Context: an optimization exercise on an open-source flow, tuned for small area, a short achievable clock period and few clock cycles per item. The choices shown serve that exercise and are no tape-out recipe. In this exercise RTL edits were held to simulation tests only and were not proved equivalent to the original. Power and IR drop assume default switching activity.

[design.v]
package fxp_alu_pkg;
  localparam int OP_ADD = 0;
  localparam int OP_SUB = 1;
  localparam int OP_MUL = 2;
  localparam int OP_ACC = 3;
  localparam int OP_MAC = 4;
  localparam int OP_CLR = 5;
  localparam int OP_XOR = 6;
  localparam int OP_ARS = 7;
  localparam int OP_CLZ = 8;
  localparam int OP_MAX = 9;
  localparam int OP_MIN = 10;
  function automatic logic signed [63:0] pos_max(
    input int w
  );
    pos_max = (64'sd1 <<< (w - 1)) - 64'sd1;
  endfunction
  function automatic logic signed [63:0] neg_max(
    input int w
  );
    neg_max = -(64'sd1 <<< (w - 1));
  endfunction
  function automatic logic signed [63:0] sat_val(
    input logic signed [63:0] v,
    input int w
  );
    if (v > pos_max(w)) sat_val = pos_max(w);
    else if (v < neg_max(w)) sat_val = neg_max(w);
    else sat_val = v;
  endfunction
  function automatic logic is_sat(
    input logic signed [63:0] v,
    input int w
  );
    is_sat = (v > pos_max(w)) || (v < neg_max(w));
  endfunction
  function automatic logic signed [63:0] round_shift(
    input logic signed [63:0] v,
    input int f
  );
    round_shift = (v + (64'sd1 <<< (f - 1))) >>> f;
  endfunction
endpackage
module fxp_acc_bank #(
  parameter int DEPTH = 16,
  parameter int W     = 21
) (
  input  logic             i_clk,
  input  logic             i_rst_n,
  input  logic [DEPTH-1:0] i_rd_sel,
  output logic [W-1:0]     o_rd_data,
  input  logic             i_we,
  input  logic             i_clr,
  input  logic [DEPTH-1:0] i_wr_sel,
  input  logic [W-1:0]     i_wr_data
);
  logic [DEPTH-1:0][W-1:0] mem_q;
  logic [DEPTH-1:0]        vld_q;
  always_ff @(posedge i_clk) begin
    for (int i = 0; i < DEPTH; i++)
      if (i_we && i_wr_sel[i]) mem_q[i] <= i_wr_data;
  end
  always_ff @(posedge i_clk or negedge i_rst_n) begin
    if (!i_rst_n) begin
      vld_q <= '0;
    end else begin
      for (int i = 0; i < DEPTH; i++)
        if ((i_we || i_clr) && i_wr_sel[i]) vld_q[i] <= i_we;
    end
  end
  always_comb begin
    o_rd_data = '0;
    for (int i = 0; i < DEPTH; i++)
      o_rd_data = o_rd_data | ({W{i_rd_sel[i] & vld_q[i]}} & mem_q[i]);
  end
endmodule
module fxp_alu_pipe #(
  parameter int INST_W    = 4,
  parameter int INT_W     = 6,
  parameter int FRAC_W    = 10,
  parameter int DATA_W    = INT_W + FRAC_W,
  parameter int ACC_DEPTH = 16,
  parameter int ACC_GUARD = 5
) (
  input  logic              i_clk,
  input  logic              i_rst_n,
  input  logic              i_in_valid,
  output logic              o_in_ready,
  input  logic [INST_W-1:0] i_inst,
  input  logic [DATA_W-1:0] i_data_a,
  input  logic [DATA_W-1:0] i_data_b,
  output logic              o_out_valid,
  input  logic              i_out_ready,
  output logic [DATA_W-1:0] o_data,
  output logic              o_sat
);
  localparam int ACC_W = DATA_W + ACC_GUARD;    
  localparam int SW    = ACC_W + 1;             
  localparam int PW    = 2 * DATA_W;            
  localparam int IDX_W = $clog2(ACC_DEPTH);
  logic       rdy_q;
  logic [2:0] cnt_q, cnt_d;
  logic       acc_in, pop;
  assign o_in_ready = rdy_q;
  assign acc_in     = i_in_valid & rdy_q;
  localparam int NPP = DATA_W / 2;
  logic              in_mac, in_arith, in_p1, in_m1, is_addsub_d;
  logic [NPP-1:0]    bneg_d, bone_d, btwo_d;
  logic [DATA_W-1:0] mx_d;
  assign in_mac   = (i_inst == INST_W'(fxp_alu_pkg::OP_MAC));
  assign in_p1    = (i_inst == INST_W'(fxp_alu_pkg::OP_ADD))
                  | (i_inst == INST_W'(fxp_alu_pkg::OP_ACC));
  assign in_m1    = (i_inst == INST_W'(fxp_alu_pkg::OP_SUB));
  assign is_addsub_d = (i_inst == INST_W'(fxp_alu_pkg::OP_ADD)) | in_m1;
  assign in_arith = (i_inst <= INST_W'(fxp_alu_pkg::OP_MAC));
  assign mx_d = in_p1 ? (DATA_W'(1) << FRAC_W)
              : in_m1 ? -(DATA_W'(1) << FRAC_W) : i_data_a;
  always_comb begin
    logic b_hi, b_md, b_lo;
    for (int j = 0; j < NPP; j++) begin
      b_hi = i_data_b[2*j+1];
      b_md = i_data_b[2*j];
      b_lo = (j == 0) ? 1'b0 : i_data_b[2*j-1];
      bneg_d[j] = in_arith & b_hi & ~(b_md & b_lo);
      bone_d[j] = in_arith & (b_md ^ b_lo);
      btwo_d[j] = in_arith & ((b_hi & ~b_md & ~b_lo) | (~b_hi & b_md & b_lo));
    end
  end
  logic              r0_v;
  logic [INST_W-1:0] r0_op;
  logic [DATA_W-1:0] aux, mx;
  logic [IDX_W-1:0]  idx0;
  logic [NPP-1:0]    bneg, bone, btwo;
  logic              is_accop, is_addsub;
  always_ff @(posedge i_clk or negedge i_rst_n) begin
    if (!i_rst_n) r0_v <= 1'b0;
    else          r0_v <= acc_in;
  end
  always_ff @(posedge i_clk) begin
    r0_op     <= i_inst;
    aux       <= (is_addsub_d) ? i_data_a : i_data_b;
    idx0      <= in_mac ? i_data_b[IDX_W-1:0] : i_data_a[IDX_W-1:0];
    bneg      <= bneg_d;
    bone      <= bone_d;
    btwo      <= btwo_d;
    mx        <= mx_d;
    is_accop  <= (i_inst == INST_W'(fxp_alu_pkg::OP_ACC)) | in_mac
               | (i_inst == INST_W'(fxp_alu_pkg::OP_CLR));
    is_addsub <= is_addsub_d;
  end
  logic is_mul, is_acc, is_mac, is_clr;
  assign is_mul = (r0_op == INST_W'(fxp_alu_pkg::OP_MUL));
  assign is_acc = (r0_op == INST_W'(fxp_alu_pkg::OP_ACC));
  assign is_mac = (r0_op == INST_W'(fxp_alu_pkg::OP_MAC));
  assign is_clr = (r0_op == INST_W'(fxp_alu_pkg::OP_CLR));
  logic [PW-1:0] row [NPP + 1];
  always_comb begin
    logic [DATA_W:0] mag, pp;
    logic [PW-1:0] k;
    k = PW'(1) << (FRAC_W - 1);
    for (int j = 0; j < NPP; j++) begin
      mag  = ({(DATA_W+1){bone[j]}} & {mx[DATA_W-1], mx})
           | ({(DATA_W+1){btwo[j]}} & {mx, 1'b0});
      pp   = mag ^ {(DATA_W+1){bneg[j]}};
      row[j] = PW'({~pp[DATA_W], pp[DATA_W-1:0]}) << (2 * j);
      k = k - (PW'(1) << (DATA_W + 2 * j));
      k = k | (PW'(bneg[j]) << (2 * j));
    end
    row[NPP] = k;
  end
  function automatic logic [2*PW-1:0] csa(input logic [PW-1:0] x,
                                           input logic [PW-1:0] y,
                                           input logic [PW-1:0] z);
    logic [PW-1:0] s, c;
    s = x ^ y ^ z;
    c = ((x & y) | (x & z) | (y & z)) << 1;
    csa = {c, s};
  endfunction
  logic [PW-1:0] s1a, c1a, s1b, c1b, s1c, c1c;
  logic [PW-1:0] s2a, c2a, s2b, c2b, s3, c3, ps, pc;
  assign {c1a, s1a} = csa(row[0], row[1], row[2]);
  assign {c1b, s1b} = csa(row[3], row[4], row[5]);
  assign {c1c, s1c} = csa(row[6], row[7], row[8]);
  assign {c2a, s2a} = csa(s1a, c1a, s1b);
  assign {c2b, s2b} = csa(c1b, s1c, c1c);
  assign {c3, s3}   = csa(s2a, c2a, s2b);
  assign {pc, ps}   = csa(s3, c3, c2b);
  localparam int LB = 6;
  logic [LB:0] lo_sum;
  assign lo_sum = {1'b0, ps[LB-1:0]} + {1'b0, pc[LB-1:0]};
  logic [DATA_W-1:0] misc;
  logic [4:0]        clz;
  logic              a_gt_b;
  always_comb begin
    clz = 5'(DATA_W);
    for (int i = 0; i < DATA_W; i++)
      if (mx[i]) clz = 5'(DATA_W - 1 - i);
    a_gt_b = $signed(mx) > $signed(aux);
    case (r0_op)
      INST_W'(fxp_alu_pkg::OP_XOR): misc = mx ^ aux;
      INST_W'(fxp_alu_pkg::OP_ARS): misc = DATA_W'($signed(mx) >>> aux[3:0]);
      INST_W'(fxp_alu_pkg::OP_CLZ): misc = DATA_W'(clz);
      INST_W'(fxp_alu_pkg::OP_MAX): misc = a_gt_b ? mx : aux;
      INST_W'(fxp_alu_pkg::OP_MIN): misc = a_gt_b ? aux : mx;
      default:                      misc = '0;
    endcase
  end
  logic [ACC_W-1:0] bank_rd, fwd, accv;
  logic [SW-1:0]    opnd_d;
  logic             hit;
  logic              r1_v, r1_wr, r1_clr, r1_m21, r1_m22;
  logic [IDX_W-1:0]  r1_idx;
  logic [PW-1:LB]    r1_s, r1_c;
  logic              r1_clb;
  logic [SW-1:0]     r1_opnd;
  logic [SW-1:0]     sum;
  assign hit  = r1_v & (r1_wr | r1_clr) & (r1_idx == idx0);
  assign fwd  = r1_clr ? '0 : sum[ACC_W-1:0];
  assign accv = hit ? fwd : bank_rd;
  always_comb begin
    if (is_accop)           opnd_d = SW'($signed(accv));
    else if (is_addsub)     opnd_d = SW'($signed(aux));
    else                    opnd_d = SW'(misc);
  end
  always_ff @(posedge i_clk or negedge i_rst_n) begin
    if (!i_rst_n) r1_v <= 1'b0;
    else          r1_v <= r0_v;
  end
  always_ff @(posedge i_clk) begin
    r1_wr   <= is_acc | is_mac;
    r1_clr  <= is_clr;
    r1_m21  <= is_accop;
    r1_m22  <= is_addsub | is_mul;
    r1_idx  <= idx0;
    r1_s    <= ps[PW-1:LB];
    r1_c    <= pc[PW-1:LB];
    r1_clb  <= lo_sum[LB];
    r1_opnd <= opnd_d;
  end
  localparam int HW = PW - LB;    
  logic [HW-1:0] x, ts, tc, sum_full;
  assign x         = {r1_opnd, (FRAC_W-LB)'(0)};
  assign ts        = x ^ r1_s ^ r1_c;
  assign tc        = {((x[HW-2:0] & r1_s[PW-2:LB]) | (x[HW-2:0] & r1_c[PW-2:LB])
                     | (r1_s[PW-2:LB] & r1_c[PW-2:LB])), r1_clb};
  assign sum_full  = ts + tc;
  assign sum       = sum_full[HW-1:FRAC_W-LB];
  fxp_acc_bank #(
    .DEPTH (ACC_DEPTH),
    .W     (ACC_W)
  ) u_bank (
    .i_clk     (i_clk),
    .i_rst_n   (i_rst_n),
    .i_rd_sel  (ACC_DEPTH'(1) << idx0),
    .o_rd_data (bank_rd),
    .i_we      (r1_v & r1_wr),
    .i_clr     (r1_v & r1_clr),
    .i_wr_sel  (ACC_DEPTH'(1) << r1_idx),
    .i_wr_data (sum[ACC_W-1:0])
  );
  logic          r2_v, r2_m21, r2_m22;
  logic [SW-1:0] r2_sum;
  always_ff @(posedge i_clk or negedge i_rst_n) begin
    if (!i_rst_n) r2_v <= 1'b0;
    else          r2_v <= r1_v;
  end
  always_ff @(posedge i_clk) begin
    r2_m21 <= r1_m21;
    r2_m22 <= r1_m22;
    r2_sum <= sum;
  end
  logic              eq6, sat, sgn;
  logic [DATA_W-1:0] rdata;
  assign eq6   = (r2_sum[ACC_W-1:DATA_W-1] == {(ACC_W-DATA_W+1){r2_sum[ACC_W-1]}});
  assign sat   = (r2_m21 & ~eq6) | (r2_m22 & (~eq6 | (r2_sum[SW-1] ^ r2_sum[ACC_W-1])));
  assign sgn   = r2_m21 ? r2_sum[ACC_W-1] : r2_sum[SW-1];
  assign rdata = sat ? {sgn, {(DATA_W-1){~sgn}}} : r2_sum[DATA_W-1:0];
  localparam int QW = DATA_W + 1;
  localparam int NB = 4;
  logic               hv_q;
  logic [QW-1:0]      head_q;
  logic [NB-1:0][QW-1:0] buf_q;
  logic [NB-1:0]      wp_q, rp_q;      
  logic [2:0]         nb_q;
  logic [QW-1:0]      res, buf_rd;
  logic               head_free, buf_any;
  assign res       = {sat, rdata};
  assign pop       = hv_q & i_out_ready;
  assign head_free = ~hv_q | pop;
  assign buf_any   = (nb_q != 3'd0);
  always_comb begin
    buf_rd = '0;
    for (int i = 0; i < NB; i++)
      buf_rd = buf_rd | ({QW{rp_q[i]}} & buf_q[i]);
  end
  logic buf_push, buf_pop;
  assign buf_pop  = head_free & buf_any;
  assign buf_push = r2_v & ~(head_free & ~buf_any);
  always_ff @(posedge i_clk or negedge i_rst_n) begin
    if (!i_rst_n) begin
      hv_q <= 1'b0;
      wp_q <= NB'(1);
      rp_q <= NB'(1);
      nb_q <= 3'd0;
    end else begin
      if (head_free) hv_q <= r2_v | buf_any;
      if (buf_push) wp_q <= {wp_q[NB-2:0], wp_q[NB-1]};
      if (buf_pop)  rp_q <= {rp_q[NB-2:0], rp_q[NB-1]};
      nb_q <= nb_q + 3'(buf_push) - 3'(buf_pop);
    end
  end
  always_ff @(posedge i_clk) begin
    if (head_free) head_q <= buf_any ? buf_rd : res;
    for (int i = 0; i < NB; i++)
      if (r2_v && wp_q[i]) buf_q[i] <= res;
  end
  assign o_out_valid = hv_q;
  assign o_data      = head_q[DATA_W-1:0];
  assign o_sat       = head_q[DATA_W];
  assign cnt_d = cnt_q + 3'(acc_in) - 3'(pop);
  always_ff @(posedge i_clk or negedge i_rst_n) begin
    if (!i_rst_n) cnt_q <= 3'd0;
    else          cnt_q <= cnt_d;
  end
  always_ff @(posedge i_clk) rdy_q <= (cnt_d < 3'd5);
endmodule
[flow/run.sh]
#!/bin/bash
# Standard ORFS layout (the standard.sh, unchanged synthesis), with the
# timing repair asked to leave setup slack for a shorter period than the
# 11 ns clock the constraints keep, and plain buffers on the ports.
set -euo pipefail
MARGIN=$(cat flow/margin.txt)
bash standard.sh SETUP_SLACK_MARGIN=$MARGIN \
  "BUFFER_PORTS_ARGS=-buffer_cell sky130_fd_sc_hd__buf_2" finish > flow_make.log 2>&1
[flow/margin.txt]
7.7
[standard.sh]
#!/bin/bash
# synth_recipe.tcl (not shown) runs the flow's synth.tcl, then flattens the netlist and writes it again
# the make line also repeats each setting of config.mk as NAME=value (left out here)
make -C /OpenROAD-flow-scripts/flow DESIGN_CONFIG=/design/flow/config.mk WORK_HOME=/design/flow/orfs CLKGATE_MAP_FILE= SYNTH_SCRIPT=/design/flow/synth_recipe.tcl "${@:-finish}"
[config.mk]
export PLATFORM = sky130hd
export DESIGN_NAME = fxp_alu_pipe
export DESIGN_NICKNAME = fxp_alu_pipe
export VERILOG_FILES = /design/flow/design.v
export SDC_FILE = /design/flow/constraint.sdc
export NUM_CORES = 4
export LEC_CHECK = 0
export CAP_MARGIN = 20
export CORE_MARGIN = 2
export CORE_UTILIZATION = 40
export CTS_BUF_LIST = sky130_fd_sc_hd__clkbuf_8 sky130_fd_sc_hd__clkbuf_16
export CTS_CLUSTER_DIAMETER = 80
export CTS_CLUSTER_SIZE = 30
export SLEW_MARGIN = 20
[constraint.sdc]
create_clock -name core_clock -period 11.0 [get_ports {i_clk}]
set_input_delay 2.2000 -clock core_clock [delete_from_list [all_inputs] [get_ports {i_clk}]]
set_output_delay 2.2000 -clock core_clock [all_outputs]
set_load 0.01 [all_outputs]
==> impl_metrics.ini, run 1 <==
[floorplan]
fp.coreArea_um2 = 74400
die-area_um2 = 77400
die_h_um = 278
initial_core_util_pct = 40.4
die_x_um = 278
pin_count = 59
fp-row-count = 100

[setup_path]
cp_cell_sequence = buf_2
r2r-end = r1_opnd[11]
critPathSlowestCell = dfrtp_1
rr_worst_depth = 8
r2r_start = idx0[1]
path_class = flop to output pin
cp.arrival_ns = 1.19
critPathLaunch = hv_q
critPathMaxStageDelay_ns = 0.41
cp.depth = 1
cp-endpoint = o_out_valid
reg2reg_slack_ns = 7.77
cp_data_required_time_ns = 8.80
path_max_fanout = 2
critPathBufInv = 1
cp_top_family = flip-flops
end_kind = output pin
critPathLaunchType = flop

[grt]
grtUsageTotal_pct = 22.4
antenna_found_initial = 1
grt_pass1_vias = 20300
grt_overflow = 0
grt_start_max_net_pins = 36
grt_pass1_wl_um = 130000

[cts]
cts-buffers-inserted = 34
clk-insertion-delay-late_ns = 0.63
hold_buffers = 0
cts_tree = built
clk_path_buf_depth = 3
clock_sinks = 628
htreeDepth = 2
root_buffer = clkbuf_16
path_clk_slew_ns = 0.10

[finish]
antennaDiodeCount = 0
nets = 2654
drive_gt1_share_pct = 15.5
final_core_util_pct = 44.9
areaGrowthSynthToFinish_pct = 11.2

[run_status]
outcome = timing/DRC/antenna clean

[logic_synthesis]
synth_cells = 2368
synth.distinct_cells = 83
synth-async-reset-ratio_pct = 5.41
avgSynthCellArea_um2 = 12.7
yosysSeqAreaShare_pct = 56.4
synth_edf_count = 421
netlist_area_um2 = 30100
syn_nets = 2625
ys_ff_latch = 628
yosys_most_used_dff = edfxtp_1
yosys_warnings = 3

[power_and_ir_drop]
ir_worst_vdd_uv = 176
p_leak_nw = 12.5
pwr_density_cell_nw_per_um2 = 235

[drt]
drt_wl_total_um = 86700
wl_per_cell_um = 25.5
drc = 0
vias = 19900
routed_via_density = 5.85
drt_iter0_drc = 1970
first_pass_iters = 8
ant_nets = 0

[sta]
hold_viol_final = 0
fmax_mhz = 295
fin_tns_setup_ns = 0
worstMarginPinSlew_ns = 1.14
min_period_ns = 3.39
rsz0062_at_grt = true
period_share_pct = 30.8
slew_headroom_pct = 23.2
setup_violations = 0
drv_slew = 0
setup_ws_ns = 7.61
finClkSkew_ns = 0.0548

[placement]
hpwlAfterDp_um = 55600
port_buffers = 58
pre_cts_slack_ns = 6.83
gp_congestion = 0.960

[flow_run]
max-cap-violations = 0

[worst_hold_path]
min_path_type = flop to flop
[cell usage after synthesis (26+ instances only)]
| library cell | instances | share of area, % |
|---|---|---|
| a21o_1 | 26 | 0.65 |
| a21oi_1 | 52 | 0.86 |
| a22oi_1 | 316 | 7.9 |
| clkbuf_1 | 124 | 1.5 |
| dfrtp_1 | 32 | 2.7 |
| dfxtp_1 | 173 | 12 |
| edfxtp_1 | 421 | 42 |
| fa_1 | 108 | 7.2 |
| ha_1 | 109 | 4.5 |
| inv_1 | 138 | 1.7 |
| mux2_2 | 33 | 1.2 |
| nand2_1 | 135 | 1.7 |
| nand3_1 | 39 | 0.65 |
| nor2_1 | 87 | 1.1 |
| nor2b_1 | 29 | 0.60 |
| o21ai_0 | 78 | 1.3 |
| xnor2_1 | 95 | 2.8 |
| xor2_1 | 65 | 1.9 |
[where the power goes]
group	leakage, nW	total (mW)	internal (mW)	switching (mW)
Sequential	5.72	3.64	3.48	0.164
Combinational	6.14	2.74	0.962	1.78
Clock	0.591	1.49	0.625	0.864
[metal layers]
metal  GRT usage (%)  part of all wire [%]  up-vias
li1                -                     -     8780
met3            2.75                   5.9      177
met5               0                     0        -
met2            38.9                    49      785
met1            28.5                    41    10100
met4            8.79                   4.2        0
[worst min path at each step]
stage | cells after the start | start | slack (ns) | end
after floorplan | 0 | r1_m21 | 0.31 | r2_m21
after global placement | 0 | r1_m22 | 0.33 | r2_m22
after detailed placement | 0 | r1_m21 | 0.32 | r2_m21
after CTS | 0 | r1_m22 | 0.34 | r2_m22
after global routing | 0 | r1_m22 | 0.34 | r2_m22
final | 0 | r1_m22 | 0.33 | r2_m22
[cell type report]
type / instances / area, um2
multi-input combinational: 1452 / 12500
tap: 969 / 1210
sequential: 628 / 17000
timing repair buffer: 139 / 1000
inverter: 142 / 546
clock buffer: 34 / 851
fill: 6711 / 41000
clock inverter: 28 / 313
[metrics by stage]
step	std cells	hold slack [ns]	instance area, um2	total power [mW]
floorplan	2368	0.310	30200	5.13
global route	3392	0.343	33500	8.27
CTS	3379	0.340	33100	7.75
finish	3392	0.334	33500	7.87
detailed placement	3306	0.318	31600	6.08
global placement	3306	0.333	31600	5.98
[placed cells by master (no fill, tap or decap), types with 33 or more instances in the layout]
master and count:
buf_4 65, xor2_1 61, o21ai_0 74, nand2_1 135
ha_1 104, nor2_1 69, buf_2 57, mux2_2 33
dfxtp_1 138, inv_1 142, xnor2_1 92, fa_1 106
a21oi_1 46, clkbuf_16 34, a22oi_1 316, edfxtp_1 421
nand3_1 39
[cell families after synthesis]
kind of cell | Yosys count | synth area share, %
multiplexers | 61 | 2.64
XOR/XNOR | 160 | 4.66
adder cells (fa/ha/maj) | 217 | 11.7
buffers and inverters | 289 | 3.78
flip-flops | 628 | 56.4
AND/OR/NAND/NOR | 422 | 6.90
AO/OA/AOI/OAI | 591 | 13.9
[sequential cells by signal (all words and copies together) (netlist names), 17 cells and up]
signal	cells
r2_sum	22
r1_opnd	21
r1_c	26
head_q	17
u_bank.mem_q	336
buf_q	68
r1_s	26
[timing repair]
| item | in CTS | in global routing |
|---|---|---|
| setup buffers | 11 | 12 |
| resized for setup | 75 | 47 |
| endpoints found under the setup margin | 252 | 236 |
| cloned | 0 | 1 |
| pin swaps | 5 | 12 |
Testbench counts, summed over its fixed seeds: cycles 24,032, items 24,000.
==> run 2: changes to the inputs <==
==> flow/margin.txt (replaced) <==
7.75
--- a/config.mk
+++ b/config.mk
@@ -8,7 +8,7 @@
 export CAP_MARGIN = 20
 export CORE_MARGIN = 2
-export CORE_UTILIZATION = 40
+export CORE_UTILIZATION = 55
 export CTS_BUF_LIST = sky130_fd_sc_hd__clkbuf_8 sky130_fd_sc_hd__clkbuf_16
-export CTS_CLUSTER_DIAMETER = 80
-export CTS_CLUSTER_SIZE = 30
+export CTS_CLUSTER_DIAMETER = 100
+export CTS_CLUSTER_SIZE = 25
 export SLEW_MARGIN = 20
==> impl_metrics.ini, run 2 <==
[sta]
setup_violations = 0
fmax_mhz = 295
finClkSkew_ns = 0.0319
fin_tns_setup_ns = 0
worstMarginPinSlew_ns = 1.12
setup_ws_ns = 7.61
hold_viol_final = 0
whs_ns = 0.338
min_period_ns = 3.39
drv_slew = 0
rsz0062_at_grt = true
slew_headroom_pct = 25.1
period_share_pct = 30.8

[drt]
vias = 20100
ant_nets = 0
drt_iter0_drc = 2357
drt_wl_total_um = 87600
routed_via_density = 6.46
first_pass_iters = 5
wl_per_cell_um = 28.1
drc = 0

[logic_synthesis]
yosys.area_share.adder_pct = 11.7
synth_xor_area_share_pct = 4.66
synth_top_family_by_area = compound AO/OA/AOI/OAI gates
synth_cells = 2368
netlist_area_um2 = 30100
yosysMostFrequentCell = edfxtp_1
synth.top_cells.by_count = edfxtp_1 (421), a22oi_1 (316), dfxtp_1 (173)
synth.distinct_cells = 83
synth_edf_count = 421
yosys-top-cells-area = edfxtp_1 (42%), dfxtp_1 (12%), a22oi_1 (7.9%)
yosysSeqAreaShare_pct = 56.4
synth_area_leader_cell = edfxtp_1
synth-async-reset-ratio_pct = 5.41
avgSynthCellArea_um2 = 12.7
ys_ff_latch = 628
synth-simple-area-share_pct = 6.90
synth_top_area_share_pct = 42.0
synthMuxAreaShare_pct = 2.64
syn_nets = 2625
synth_compound_gate_area_share_pct = 13.9
yosys_warnings = 3
yosys_most_used_dff = edfxtp_1

[placement]
pre_cts_slack_ns = 6.94
port_buffers = 58
gp_congestion = 0.917
hpwlAfterDp_um = 56400

[setup_path]
cp-endpoint = o_out_valid
critPathBufInv = 1
critPathLaunchType = flop
path_max_fanout = 3
rr_worst_depth = 11
cp.arrival_ns = 1.19
end_kind = output pin
reg2reg_slack_ns = 7.78
critPathLaunch = hv_q
cp_top_family = flip-flops
critPathMaxStageDelay_ns = 0.42
critPathSlowestCell = dfrtp_1
cp_cell_sequence = buf_2
path_class = flop to output pin
cp.depth = 1
r2r_start = r1_s[15]
r2r-end = u_bank.mem_q[143]
cp_data_required_time_ns = 8.80

[floorplan]
pin_count = 59
die-area_um2 = 56600
fp.coreArea_um2 = 53900
die_x_um = 238
die_h_um = 238
initial_core_util_pct = 55.8
fp-row-count = 85

[finish]
layout_common_cells = edfxtp_1 (421), a22oi_1 (315), inv_1 (152), dfxtp_1 (140), nand2_1 (133)
regMostFlops = u_bank.mem_q
drive_gt1_share_pct = 15.3
largest_registers = u_bank.mem_q: 336 flops, buf_q: 68 flops
nFillCells = 4275
final_core_util_pct = 61.2
largest_reg_flops = 336
nets = 2652
final_common_cell = edfxtp_1
areaGrowthSynthToFinish_pct = 9.65

[power_and_ir_drop]
p_leak_nw = 12.4
pwr_density_cell_nw_per_um2 = 237
power_mw = 7.82
ir_worst_vdd_uv = 211

[cts]
root_buffer = clkbuf_16
clk_path_buf_depth = 3
path_clk_slew_ns = 0.10
clock_sinks = 628
hold_buffers = 0
clk-insertion-delay-late_ns = 0.63
htreeDepth = 1
cts_tree = built
cts-buffers-inserted = 30

[grt]
antenna_found_initial = 2
grt_pass1_vias = 19800
grtUsageTotal_pct = 30.7
grt_overflow = 0
grt_start_max_net_pins = 36
grt_pass1_wl_um = 129000

[worst_hold_path]
min_path_type = flop to flop

[run_status]
outcome = timing/DRC/antenna clean

[flow_run]
max-cap-violations = 0
[run 2: through the flow]
step,instances,instance area [um2]
6_report,3115,33000
3_5_place_dp,3034,31300
5_1_grt,3114,33000
4_1_cts,3101,32500
2_1_floorplan,2368,30200
3_3_place_gp,3034,31200
[run 2: cells by family after synthesis]
group / after synthesis
adder cells (fa/ha/maj): 217
XOR/XNOR: 160
multiplexers: 61
buffers and inverters: 289
AO/OA/AOI/OAI: 591
AND/OR/NAND/NOR: 422
flip-flops: 628
[run 2: what timing repair did]
action                                  in CTS  in global routing
resized for setup                           77                 79
endpoints found under the setup margin     296                241
pin swaps                                    6                 14
buffers inserted                            12                  9
gates cloned                                 0                  4
[run 2: metal layers]
layer	up-vias	global-route usage (%)	share of wire, %
met5	-	0	0
met4	0	6.71	2.1
met3	120	3.98	8.1
met2	908	49.1	47
met1	10300	45.4	43
li1	8773	-	-
[run 2: cell type report]
type                       count  area, um2  area share, %
antenna                        1       2.50        0.00758
clock buffer                  31        776           2.35
clock inverter                24        129          0.391
inverter                     142        552           1.67
multi-input combinational   1453      12500           38.0
sequential                   628      17000           51.6
tap                          696        871           2.64
timing repair buffer         140       1080           3.27
[run 2: report_power, final]
group / internal (mW) / total (mW) / switching (mW) / leakage (nW)
logic: 1.06 / 2.91 / 1.85 / 6.16
clock network: 0.521 / 1.26 / 0.741 / 0.512
registers: 3.47 / 3.65 / 0.177 / 5.72
[run 2: worst min-delay path by stage]
stage                      start  endpoint  slack, ns  cells past startpoint
after CTS                 r1_m21    r2_m21       0.34                      0
after detailed placement  r1_m21    r2_m21       0.31                      0
after global routing      r1_m21    r2_m21       0.35                      0
final                     r1_m21    r2_m21       0.34                      0
after global placement    r1_m21    r2_m21       0.32                      0
after floorplan           r1_m21    r2_m21       0.31                      0
==> run 3: changes to the inputs <==
==> flow/margin.txt (replaced) <==
7.7
==> impl_metrics.ini, run 3 <==
[run_status]
outcome = timing/DRC/antenna clean

[logic_synthesis]
synth_top_area_share_pct = 42.0
ys_ff_latch = 628
syn_nets = 2625
avgSynthCellArea_um2 = 12.7
yosysSeqAreaShare_pct = 56.4
yosys_most_used_dff = edfxtp_1
synth.top_cells.by_count = edfxtp_1 (421), a22oi_1 (316), dfxtp_1 (173)
synth_cells = 2368
synth_area_leader_cell = edfxtp_1
yosys_warnings = 3
synth-async-reset-ratio_pct = 5.41
synth.distinct_cells = 83
yosysMostFrequentCell = edfxtp_1
netlist_area_um2 = 30100
synth_edf_count = 421
yosys-top-cells-area = edfxtp_1 (42%), dfxtp_1 (12%), a22oi_1 (7.9%)

[finish]
largest_registers = u_bank.mem_q: 336 flops, buf_q: 68 flops
regMostFlops = u_bank.mem_q
final_common_cell = edfxtp_1
nets = 2654
layout_common_cells = edfxtp_1 (421), a22oi_1 (316), inv_1 (153), dfxtp_1 (143), nand2_1 (135)
final_area_um2 = 32800
areaGrowthSynthToFinish_pct = 8.99
largest_reg_flops = 336
antennaDiodeCount = 0
nFillCells = 4319
drive_gt1_share_pct = 14.8
instances_no_fill = 3117

[sta]
fmax_mhz = 296
min_period_ns = 3.38
fin_tns_setup_ns = 0
slew_headroom_pct = 27.8
worstMarginPinSlew_ns = 1.08
setup_ws_ns = 7.62
finClkSkew_ns = 0.0169
period_share_pct = 30.7
rsz0062_at_grt = true
setup_violations = 0
drv_slew = 0
hold_viol_final = 0

[worst_hold_path]
min_path_type = flop to flop

[setup_path]
cp_data_required_time_ns = 8.80
cp_top_family = flip-flops
cp.arrival_ns = 1.18
end_kind = output pin
path_max_fanout = 1
critPathBufInv = 1
critPathMaxStageDelay_ns = 0.41
path_class = flop to output pin
critPathLaunchType = flop
cp_cell_sequence = buf_2
critPathSlowestCell = edfxtp_1

[drt]
first_pass_iters = 6
drc = 0
drt_wl_total_um = 84400
ant_nets = 0
routed_via_density = 6.38
drt_iter0_drc = 2003
vias = 19900
wl_per_cell_um = 27.1

[floorplan]
fp-row-count = 85
fp.coreArea_um2 = 53900
die_x_um = 238
die_h_um = 238
die-area_um2 = 56600
pin_count = 59
initial_core_util_pct = 55.8

[cts]
cts-buffers-inserted = 30
path_clk_slew_ns = 0.10
hold_buffers = 0
clk_path_buf_depth = 3
clk-insertion-delay-late_ns = 0.62
htreeDepth = 1
cts_tree = built
clock_sinks = 628
root_buffer = clkbuf_16

[grt]
grtUsageTotal_pct = 29.5
antenna_found_initial = 2
busiest_layer = met2
grt_overflow = 0
grt_use_met3_pct = 5.40
grt_pass1_vias = 19400
gr-usage-met2_pct = 47.3
grt_pass1_wl_um = 124000
grt_util_met1_pct = 41.4
grt_start_max_net_pins = 36

[power_and_ir_drop]
power_frac_seq_pct = 47.6
pwr_density_cell_nw_per_um2 = 234
ir_worst_vdd_uv = 164
p_leak_nw = 12.4
clockPowerShare_pct = 16.7
p_switching_mw = 2.70
swShare_pct = 35.3
p_int_mw = 4.96
pwr-share-comb_pct = 35.7

[placement]
postPlaceCellArea_um2 = 31300
gp_congestion = 0.916
dp_cells = 3039
pre_cts_slack_ns = 6.89
port_buffers = 58
hpwlAfterDp_um = 55100

[flow_run]
max-cap-violations = 0
## run 3: final timing paths
check	start	slack, ns	endpoint	depth (start not counted)
max in group asynchronous	i_rst_n	8.77	u_bank.vld_q[10]	1
setup reg to reg	idx0[3]	7.77	r1_opnd[8]	9
hold / removal	r1_m21	0.34	r2_m21	0
hold reg to reg	r1_m21	0.34	r2_m21	0
setup / recovery	head_q[13]	7.62	o_data[13]	1
min in group asynchronous	i_rst_n	1.68	hv_q	1
## run 3: metal layers
metal  up-vias  wire length, um
met5         -               11
met4         2             2680
met3       135             7440
met2       940            38900
met1     10000            35300
li1       8779                -
## run 3: stage by stage
step           power [mW]  hold slack (ns)  util [%]
6_report             7.66            0.338      60.8
5_1_grt              8.05            0.351      60.8
4_1_cts              7.50            0.340      60.3
3_5_place_dp         6.13            0.315      58.0
3_3_place_gp         6.05            0.316      58.0
2_1_floorplan        5.13            0.310         -
## run 3: cell families after synthesis
kind of cell	synth area share (%)
muxes	2.64
and+or+nand+nor	6.90
buffers and inverters	3.78
AOI/OAI and AO/OA	13.9
DFF	56.4
xor gates and xnor gates	4.66
adders and majority gates	11.7
## run 3: timing repair
item / 4_1_cts / 5_1_grt
gates resized for setup: 59 / 50
endpoints found under the setup margin: 277 / 226
cloned: 0 / 3
buffers inserted: 11 / 8
pin swaps: 6 / 18
## run 3: cell type report
class / count / area [um2] / share of cell area [%]
sequential: 628 / 17000 / 51.9
multi-input combinational: 1454 / 12500 / 38.1
tap: 696 / 871 / 2.66
inverter: 142 / 542 / 1.65
timing repair buffer: 141 / 951 / 2.90
clock inverter: 25 / 155 / 0.473
clock buffer: 31 / 776 / 2.37
## run 3: power by group through the flow
stage                     clock network [mW]  registers (mW)  logic, mW
after CTS                               1.30            3.65       2.55
after detailed placement                   0            3.71       2.42
final                                   1.28            3.64       2.73
after global placement                     0            3.71       2.34
after global routing                    1.38            3.67       3.00
after floorplan                            0            3.63       1.50
==> run 4: changes to the inputs <==
--- a/config.mk
+++ b/config.mk
@@ -13,2 +13,3 @@
 export CTS_CLUSTER_SIZE = 25
 export SLEW_MARGIN = 20
+export TNS_END_PERCENT = 30
==> impl_metrics.ini, run 4 <==
[sta]
slew_headroom_pct = 24.5
worstMarginPinSlew_ns = 1.13
min_period_ns = 3.47
hold_viol_final = 0
period_share_pct = 31.6
fmax_mhz = 288
rsz0062_at_grt = true
drv_slew = 0
finClkSkew_ns = 0.0202
setup_violations = 0
fin_tns_setup_ns = 0

[logic_synthesis]
yosysMostFrequentCell = edfxtp_1
yosys_most_used_dff = edfxtp_1
ys_ff_latch = 628
syn_nets = 2625
synth_cells = 2368
synth.top_cells.by_count = edfxtp_1 (421), a22oi_1 (316), dfxtp_1 (173)
synth_edf_count = 421
synth.distinct_cells = 83
netlist_area_um2 = 30100
yosys_warnings = 3
synth_top_area_share_pct = 42.0
yosys-top-cells-area = edfxtp_1 (42%), dfxtp_1 (12%), a22oi_1 (7.9%)
yosysSeqAreaShare_pct = 56.4
synth_area_leader_cell = edfxtp_1
avgSynthCellArea_um2 = 12.7
synth-async-reset-ratio_pct = 5.41

[grt]
antenna_found_initial = 0
grt_util_met1_pct = 44.2
grt_pass1_vias = 19500
grt_use_met3_pct = 3.74
gr-usage-met2_pct = 48.3
grt_start_max_net_pins = 36
grt_overflow = 0
grtUsageTotal_pct = 30.0
busiest_layer = met2
grt_pass1_wl_um = 126000

[finish]
final_core_util_pct = 60.6
antennaDiodeCount = 0
areaGrowthSynthToFinish_pct = 8.54
drive_gt1_share_pct = 14.1
nets = 2647
largest_reg_flops = 336
largest_registers = u_bank.mem_q: 336 flops, buf_q: 68 flops
final_common_cell = edfxtp_1
regMostFlops = u_bank.mem_q
layout_common_cells = edfxtp_1 (421), a22oi_1 (316), inv_1 (154), dfxtp_1 (147), nand2_1 (135)

[drt]
drc = 0
first_pass_iters = 5
drt_wl_total_um = 85400
drt_iter0_drc = 1920
wl_per_cell_um = 27.5
ant_nets = 0
routed_via_density = 6.43
vias = 20000

[setup_path]
critPathSlowestCell = nor4_1
critPathLaunchType = flop
cp_data_required_time_ns = 11.45
path_class = flop to flop
end_kind = flop
critPathMaxStageDelay_ns = 0.87
cp_cell_sequence = nor2b_1 > and3_2 > a22oi_1 > nand2_1 > nor4_1 > nor2_1 > a311oi_1 > o221ai_1
cp.arrival_ns = 3.93
path_max_fanout = 21

[cts]
clk-insertion-delay-late_ns = 0.63
root_buffer = clkbuf_16
htreeDepth = 1
clock_sinks = 628
clk_path_buf_depth = 3
cts-buffers-inserted = 30
hold_buffers = 0
cts_tree = built
path_clk_slew_ns = 0.10

[floorplan]
die-area_um2 = 56600
fp-row-count = 85
fp.coreArea_um2 = 53900
pin_count = 59
die_x_um = 238
die_h_um = 238
initial_core_util_pct = 55.8

[placement]
gp_congestion = 0.949
hpwlAfterDp_um = 55200
port_buffers = 58

[power_and_ir_drop]
p_int_mw = 4.93
pwr_density_cell_nw_per_um2 = 233
power_frac_seq_pct = 47.8
clockPowerShare_pct = 16.8
p_switching_mw = 2.69
swShare_pct = 35.3
ir_worst_vdd_uv = 167
p_leak_nw = 12.3
pwr-share-comb_pct = 35.4

[worst_hold_path]
min_path_type = flop to flop

[flow_run]
max-cap-violations = 0

[run_status]
outcome = timing/DRC/antenna clean
## run 4: cell counts after synthesis
Identical to the previous run, type by type.
## run 4: worst paths after layout
check	from	to	slack, ns	cells past startpoint
max	idx0[2]	r1_opnd[14]	7.53	8
min	r1_m22	r2_m22	0.34	0
max reg2reg	idx0[2]	r1_opnd[14]	7.53	8
min reg2reg	r1_m22	r2_m22	0.34	0
max in group asynchronous	i_rst_n	r2_v	8.85	1
min in group asynchronous	i_rst_n	hv_q	1.65	1
## run 4: layer usage
layer	vias up	share of wire, %
met2	902	47
met3	98	7.6
met5	-	0
met1	10200	44
met4	0	2.0
li1	8759	-
## run 4: power groups by stage
| stage | Sequential, mW | Combinational, mW | Clock (mW) |
|---|---|---|---|
| 6_report | 3.65 | 2.70 | 1.28 |
| 4_1_cts | 3.65 | 2.58 | 1.30 |
| 5_1_grt | 3.67 | 2.95 | 1.38 |
| 3_3_place_gp | 3.71 | 2.34 | 0 |
| 3_5_place_dp | 3.71 | 2.42 | 0 |
| 2_1_floorplan | 3.63 | 1.50 | 0 |
## run 4: area by class of cell
type,count,area [um2]
Clock buffer,32,790
Clock inverter,23,124
Fill cell,4305,21300
Inverter,142,546
Multi-Input combinational cell,1452,12400
Sequential cell,628,17000
Tap cell,696,871
Timing Repair Buffer,136,896
## run 4: worst max-delay path, delay by kind of cell (launching register included)
| kind | cells | cell delay (ns) |
|---|---|---|
| AO/OA/AOI/OAI | 3 | 0.78 |
| flip-flops | 1 | 0.62 |
| AND/OR/NAND/NOR | 5 | 1.87 |
## run 4: kinds of logic (layout without fill, tap and decap cells)
| family | Yosys count | in the layout | synth area share [%] |
|---|---|---|---|
| buffers and inverters | 289 | 333 | 3.78 |
| DFF | 628 | 628 | 56.4 |
| and+or+nand+nor | 422 | 423 | 6.90 |
| adders and majority gates | 217 | 217 | 11.7 |
| AOI/OAI and AO/OA | 591 | 591 | 13.9 |
| xor gates and xnor gates | 160 | 160 | 4.66 |
| muxes | 61 | 61 | 2.64 |
## run 4: repair_timing
action | 4_1_cts | 5_1_grt
pin swaps | 5 | 9
buffers inserted | 11 | 6
endpoints found under the setup margin | 266 | 240
hold endpoints to repair | 0 | 0
cloned | 0 | 1
gates resized for setup | 60 | 28
## run 4: stage by stage
stage	area [um2]	instances	power (mW)	hold WS (ns)	worst slack [ns]
floorplan	30200	2368	5.13	0.310	7.35
detailed placement	31300	3036	6.13	0.316	6.81
CTS	32500	3102	7.53	0.338	7.62
global route	32700	3109	8.00	0.341	7.59
finish	32700	3109	7.63	0.337	7.53
global placement	31300	3036	6.04	0.317	6.87
==> run 5: changes to the inputs <==
--- a/config.mk
+++ b/config.mk
@@ -8,8 +8,7 @@
 export CAP_MARGIN = 20
 export CORE_MARGIN = 2
-export CORE_UTILIZATION = 55
+export CORE_UTILIZATION = 60
 export CTS_BUF_LIST = sky130_fd_sc_hd__clkbuf_8 sky130_fd_sc_hd__clkbuf_16
 export CTS_CLUSTER_DIAMETER = 100
 export CTS_CLUSTER_SIZE = 25
 export SLEW_MARGIN = 20
-export TNS_END_PERCENT = 30
==> impl_metrics.ini, run 5 <==
[finish]
final_common_cell = edfxtp_1
largest_reg_flops = 336
final_core_util_pct = 66.2
layout_common_cells = edfxtp_1 (421), a22oi_1 (316), inv_1 (156), nand2_1 (135), dfxtp_1 (135)
nFillCells = 3788
areaGrowthSynthToFinish_pct = 9.63
nets = 2667
regMostFlops = u_bank.mem_q
instances_no_fill = 3105
largest_registers = u_bank.mem_q: 336 flops, buf_q: 68 flops
drive_gt1_share_pct = 15.5

[logic_synthesis]
ys_ff_latch = 628
synth_compound_gate_area_share_pct = 13.9
yosys_most_used_dff = edfxtp_1
synthMuxAreaShare_pct = 2.64
yosysMostFrequentCell = edfxtp_1
synth.distinct_cells = 83
syn_nets = 2625
synth_top_area_share_pct = 42.0
yosysSeqAreaShare_pct = 56.4
avgSynthCellArea_um2 = 12.7
synth_cells = 2368
synth_area_leader_cell = edfxtp_1
synth_xor_area_share_pct = 4.66
synth_edf_count = 421
synth.top_cells.by_count = edfxtp_1 (421), a22oi_1 (316), dfxtp_1 (173)
yosys_warnings = 3
netlist_area_um2 = 30100
synth-async-reset-ratio_pct = 5.41
yosys.area_share.adder_pct = 11.7
synth-simple-area-share_pct = 6.90
synth_top_family_by_area = compound AO/OA/AOI/OAI gates
yosys-top-cells-area = edfxtp_1 (42%), dfxtp_1 (12%), a22oi_1 (7.9%)

[setup_path]
cp.arrival_ns = 1.20
rr_worst_depth = 10
critPathBufInv = 1
reg2reg_slack_ns = 7.62
cp_data_required_time_ns = 8.80
end_kind = output pin
r2r-end = u_bank.mem_q[250]
critPathLaunch = head_q[6]
path_max_fanout = 1
path_class = flop to output pin
cp_top_family = flip-flops
r2r_start = r1_opnd[13]
critPathSlowestCell = edfxtp_1
critPathMaxStageDelay_ns = 0.43
critPathLaunchType = flop
cp_cell_sequence = buf_2

[cts]
htreeDepth = 1
clock_sinks = 628
cts-buffers-inserted = 29
hold_buffers = 0
root_buffer = clkbuf_16
clk-insertion-delay-late_ns = 0.65
path_clk_slew_ns = 0.11
clk_path_buf_depth = 3
cts_tree = built

[sta]
hold_viol_final = 0
rsz0062_at_grt = true
period_share_pct = 30.9
setup_violations = 0
worstMarginPinSlew_ns = 1.24
drv_slew = 0
fmax_mhz = 294
fin_tns_setup_ns = 0
finClkSkew_ns = 0.0400
slew_headroom_pct = 16.3
min_period_ns = 3.40

[run_status]
outcome = timing/DRC/antenna clean

[drt]
vias = 20400
drc = 0
wl_per_cell_um = 27.6
first_pass_iters = 6
ant_nets = 0
drt_iter0_drc = 2275
drt_wl_total_um = 85600
routed_via_density = 6.56

[placement]
gp_congestion = 0.950
port_buffers = 58
hpwlAfterDp_um = 55200
dp_cells = 3016

[worst_hold_path]
min_path_cells = 0
min_path_type = flop to flop
whs_endpoint = r2_m21
hold_start = r1_m21

[floorplan]
initial_core_util_pct = 60.4
die-area_um2 = 52000
die_h_um = 228
fp-row-count = 82
fp.coreArea_um2 = 49900
die_x_um = 228
pin_count = 59

[grt]
grtUsageTotal_pct = 32.3
grt_start_max_net_pins = 36
grt_pass1_vias = 19600
grt_overflow = 0
grt_pass1_wl_um = 126000
antenna_found_initial = 2

[power_and_ir_drop]
power_mw = 7.85
ir_worst_vdd_uv = 169
p_leak_nw = 12.5
pwr_density_cell_nw_per_um2 = 238

[flow_run]
max-cap-violations = 0
==> run 5: cell counts after synthesis <==
No cell type changed its count.
==> run 5: logic make-up after synthesis <==
group | count (synthesis)
AO/OA/AOI/OAI | 591
buffers and inverters | 289
multiplexers | 61
flip-flops | 628
adder cells (fa/ha/maj) | 217
XOR/XNOR | 160
AND/OR/NAND/NOR | 422
==> run 5: worst max-delay path by stage <==
| stage | end | depth (start not counted) |
|---|---|---|
| detailed placement | u_bank.mem_q[293] | 10 |
| finish | o_data[6] | 1 |
| floorplan | nb_q[2] | 9 |
| global route | u_bank.mem_q[250] | 13 |
| CTS | o_data[6] | 1 |
| global placement | u_bank.mem_q[41] | 10 |
==> run 5: per-stage QoR <==
step	hold slack (ns)	instance area, um2	setup slack [ns]
final	0.339	33000	7.60
after global routing	0.343	33000	7.54
after CTS	0.339	32500	7.56
after detailed placement	0.314	31300	6.72
after global placement	0.312	31300	6.87
after floorplan	0.310	30200	7.35
==> run 5: metal layers <==
metal	vias to the layer above	global-route usage (%)	wire length, um
met5	-	0	0
li1	8796	-	-
met4	0	9.21	2590
met1	10300	45.2	34600
met2	1070	53.3	41100
met3	155	4.65	7310
==> run 5: cell type report <==
cell class | instances | area, um2 | area share [%]
clock buffer | 29 | 726 | 2.20
sequential | 628 | 17000 | 51.6
multi-input combinational | 1455 | 12600 | 38.1
tap | 672 | 841 | 2.55
clock inverter | 24 | 126 | 0.383
inverter | 142 | 542 | 1.64
timing repair buffer | 154 | 1150 | 3.47
antenna | 1 | 2.50 | 0.00758
==> run 5: repair_timing <==
action / CTS / global route
endpoints found under the hold margin: 0 / 0
gates cloned: 0 / 6
resized for setup: 70 / 69
setup endpoints to repair: 282 / 214
pin swaps: 6 / 29
setup buffers: 12 / 17
==> run 5: worst register-to-register path: stages (launching register included) <==
cell       delay (ns)
dfxtp_2          0.34
fa_1             0.58
ha_4             0.23
a21o_1           0.17
a21oi_2          0.19
o21ai_4          0.13
a2111oi_4        0.54
a211oi_4         0.15
buf_4            0.18
or3_4            0.42
and2_4           0.22
==> run 5: power breakdown <==
part,total (mW),internal (mW),switching (mW),leakage [nW]
clock network,1.22,0.490,0.732,0.492
registers,3.64,3.48,0.169,5.72
logic,2.98,1.09,1.90,6.25
total,7.85,5.05,2.80,12.5
==> run 6: changes to the inputs <==
==> flow/run.sh (replaced) <==
#!/bin/bash
# Standard ORFS layout (the standard.sh, unchanged synthesis), with the
# timing repair asked to leave setup slack for a shorter period than the
# 11 ns clock the constraints keep, plain buffers on the ports, and larger
# clock-tree sink clusters.
set -euo pipefail
MARGIN=$(cat flow/margin.txt)
CTS="$(cat flow/cts_args.txt)"
bash standard.sh SETUP_SLACK_MARGIN=$MARGIN \
  "BUFFER_PORTS_ARGS=-buffer_cell sky130_fd_sc_hd__buf_2" \
  "CTS_ARGS=$CTS" finish > flow_make.log 2>&1
==> flow/cts_args.txt (new file) <==
-sink_clustering_enable -repair_clock_nets -sink_clustering_size 40 -sink_clustering_max_diameter 60 -buf_list sky130_fd_sc_hd__clkbuf_16 -root_buf sky130_fd_sc_hd__clkbuf_16
--- a/config.mk
+++ b/config.mk
@@ -8,7 +8,4 @@
 export CAP_MARGIN = 20
 export CORE_MARGIN = 2
-export CORE_UTILIZATION = 60
-export CTS_BUF_LIST = sky130_fd_sc_hd__clkbuf_8 sky130_fd_sc_hd__clkbuf_16
-export CTS_CLUSTER_DIAMETER = 100
-export CTS_CLUSTER_SIZE = 25
+export CORE_UTILIZATION = 55
 export SLEW_MARGIN = 20
==> impl_metrics.ini, run 6 <==
[run_status]
outcome = timing/DRC/antenna clean

[drt]
vias = 20000
drt_iter0_drc = 2151
routed_via_density = 6.37
wl_per_cell_um = 27.0
first_pass_iters = 5
drt_wl_total_um = 84600
drc = 0
ant_nets = 0

[floorplan]
initial_core_util_pct = 55.8
fp.coreArea_um2 = 53900
die_h_um = 238
pin_count = 59
die-area_um2 = 56600
die_x_um = 238
fp-row-count = 85

[finish]
layout_common_cells = edfxtp_1 (421), a22oi_1 (316), dfxtp_1 (145), inv_1 (137), nand2_1 (135)
final_common_cell = edfxtp_1
antennaDiodeCount = 0
instances_no_fill = 3135
regMostFlops = u_bank.mem_q
drive_gt1_share_pct = 15.7
areaGrowthSynthToFinish_pct = 10.6
largest_reg_flops = 336
largest_registers = u_bank.mem_q: 336 flops, buf_q: 68 flops
nFillCells = 4265
nets = 2663

[placement]
dp_cells = 3039
hpwlAfterDp_um = 55100
gp_congestion = 0.916
pre_cts_slack_ns = 6.89
port_buffers = 58

[sta]
period_share_pct = 30.6
fin_tns_setup_ns = 0
slew_headroom_pct = 28.0
setup_ws_ns = 7.63
setup_violations = 0
worstMarginPinSlew_ns = 1.07
hold_viol_final = 0
fmax_mhz = 297
finClkSkew_ns = 0.0482
min_period_ns = 3.37
rsz0062_at_grt = true
drv_slew = 0
whs_ns = 0.343

[setup_path]
r2r-end = r1_opnd[15]
reg2reg_slack_ns = 7.73
path_class = flop to output pin
r2r_start = r1_c[10]
end_kind = output pin
critPathLaunchType = flop
path_max_fanout = 1
rr_worst_depth = 11
cp.arrival_ns = 1.17
cp_top_family = flip-flops
critPathBufInv = 1
critPathSlowestCell = edfxtp_1
cp.depth = 1
critPathMaxStageDelay_ns = 0.40
cp_cell_sequence = buf_2
cp_data_required_time_ns = 8.80

[cts]
htreeDepth = 2
path_clk_slew_ns = 0.09
clock_sinks = 628
hold_buffers = 0
clk_path_buf_depth = 3
cts_tree = built
cts-buffers-inserted = 42
root_buffer = clkbuf_16
clk-insertion-delay-late_ns = 0.63

[logic_synthesis]
synth.top_cells.by_count = edfxtp_1 (421), a22oi_1 (316), dfxtp_1 (173)
yosysSeqAreaShare_pct = 56.4
synth_edf_count = 421
avgSynthCellArea_um2 = 12.7
yosys_warnings = 3
synth_area_leader_cell = edfxtp_1
yosys-top-cells-area = edfxtp_1 (42%), dfxtp_1 (12%), a22oi_1 (7.9%)
yosys_most_used_dff = edfxtp_1
synth_cells = 2368
synth.distinct_cells = 83
syn_nets = 2625
yosysMostFrequentCell = edfxtp_1
synth_top_area_share_pct = 42.0
netlist_area_um2 = 30100
synth-async-reset-ratio_pct = 5.41
ys_ff_latch = 628

[grt]
grt_start_max_net_pins = 36
grtUsageTotal_pct = 29.9
antenna_found_initial = 1
grt_pass1_wl_um = 125000
grt_overflow = 0
grt_pass1_vias = 19500

[worst_hold_path]
hold_start = r1_m22
min_path_cells = 0
min_path_type = flop to flop
whs_endpoint = r2_m22

[flow_run]
max-cap-violations = 0

[power_and_ir_drop]
ir_worst_vdd_uv = 183
p_leak_nw = 12.6
pwr_density_cell_nw_per_um2 = 242
## run 6: worst max path at each step
stage | slack (ns) | start | to
after global routing | 7.60 | head_q[13] | o_data[13]
after CTS | 7.60 | head_q[13] | o_data[13]
after detailed placement | 6.89 | r1_s[10] | u_bank.mem_q[125]
after floorplan | 7.35 | i_out_ready | nb_q[2]
after global placement | 7.01 | r1_s[11] | u_bank.mem_q[125]
final | 7.63 | head_q[13] | o_data[13]
## run 6: logic make-up after synthesis
group / synth area share, %
compound gates: 13.9
xor+xnor: 4.66
simple gates: 6.90
mux: 2.64
fa+ha+maj: 11.7
flops: 56.4
buf+inv: 3.78
## run 6: layer usage
| layer | vias to the layer above | share of wire (%) | track usage (%) |
|---|---|---|---|
| met4 | 0 | 2.3 | 7.30 |
| met5 | - | 0 | 0 |
| met3 | 110 | 8.1 | 4.64 |
| met1 | 10100 | 43 | 42.8 |
| met2 | 918 | 47 | 48.3 |
| li1 | 8813 | - | - |
## run 6: power breakdown
group	internal, mW	leakage (nW)	switching [mW]	total [mW]
logic	0.911	6.10	1.78	2.69
registers	3.48	5.72	0.168	3.64
clock network	0.824	0.734	0.908	1.73
## run 6: through the flow
stage          area, um2  power, mW  utilization (%)
3_3_place_gp       31300       6.05             58.0
5_1_grt            33300       8.47             61.7
6_report           33300       8.07             61.7
3_5_place_dp       31300       6.13             58.0
4_1_cts            33000       7.95             61.3
2_1_floorplan      30200       5.13                -
## run 6: area by class of cell
type                    count  area [um2]  share of cell area, %
clock buffers              43        1080                   3.23
clock inverters            34         430                   1.29
repair buffers            139         918                   2.76
well taps                 696         871                   2.62
flip-flops and latches    628       17000                   51.1
multi-input cells        1453       12400                   37.4
inverters                 142         542                   1.63
## run 6: timing repair
action / in CTS / in global routing
endpoints found under the setup margin: 274 / 253
cloned: 0 / 2
buffers inserted: 9 / 8
pin swaps: 5 / 11
gates resized for setup: 52 / 41

-- re-timing with driven ports --
The results above use ideal ports. As a check the final layouts listed here were re-extracted and re-timed, cells and wires unchanged. Step 1, drivers: a clkbuf_16 drives i_clk and a buf_2 each remaining input, both assumed. Step 2 times the ports against the registers' clock, not the clock port: input delays grow and output delays shrink by t, the midpoint of the rising clock arrivals with the driver on. Slacks: no drivers / after step 1 / after step 2; pairs: no drivers / after step 1.
run	t (ns)	slack for setup (ns)	hold slack, ns	worst register clock-pin slew, ns	cell pins on the clock port's net
run 1	0.670	7.612 / 7.549 / 7.112	0.334 / 0.334 / 0.334	0.11 / 0.11	1
run 2	0.681	7.613 / 7.550 / 7.147	0.338 / 0.338 / 0.338	0.10 / 0.10	1
run 3	0.673	7.618 / 7.556 / 7.145	0.338 / 0.338 / 0.338	0.10 / 0.10	1
run 4	0.686	7.526 / 7.526 / 7.131	0.337 / 0.337 / 0.337	0.11 / 0.11	1
run 5	0.692	7.596 / 7.531 / 7.110	0.339 / 0.339 / 0.339	0.11 / 0.11	1
run 6	0.660	7.634 / 7.571 / 7.121	0.343 / 0.343 / 0.343	0.10 / 0.10	1
After both steps every run listed still meets setup and hold. For run 6, which loses most, drivers alone change the setup slack by -0.063 ns; drivers and shift together by -0.513 ns.
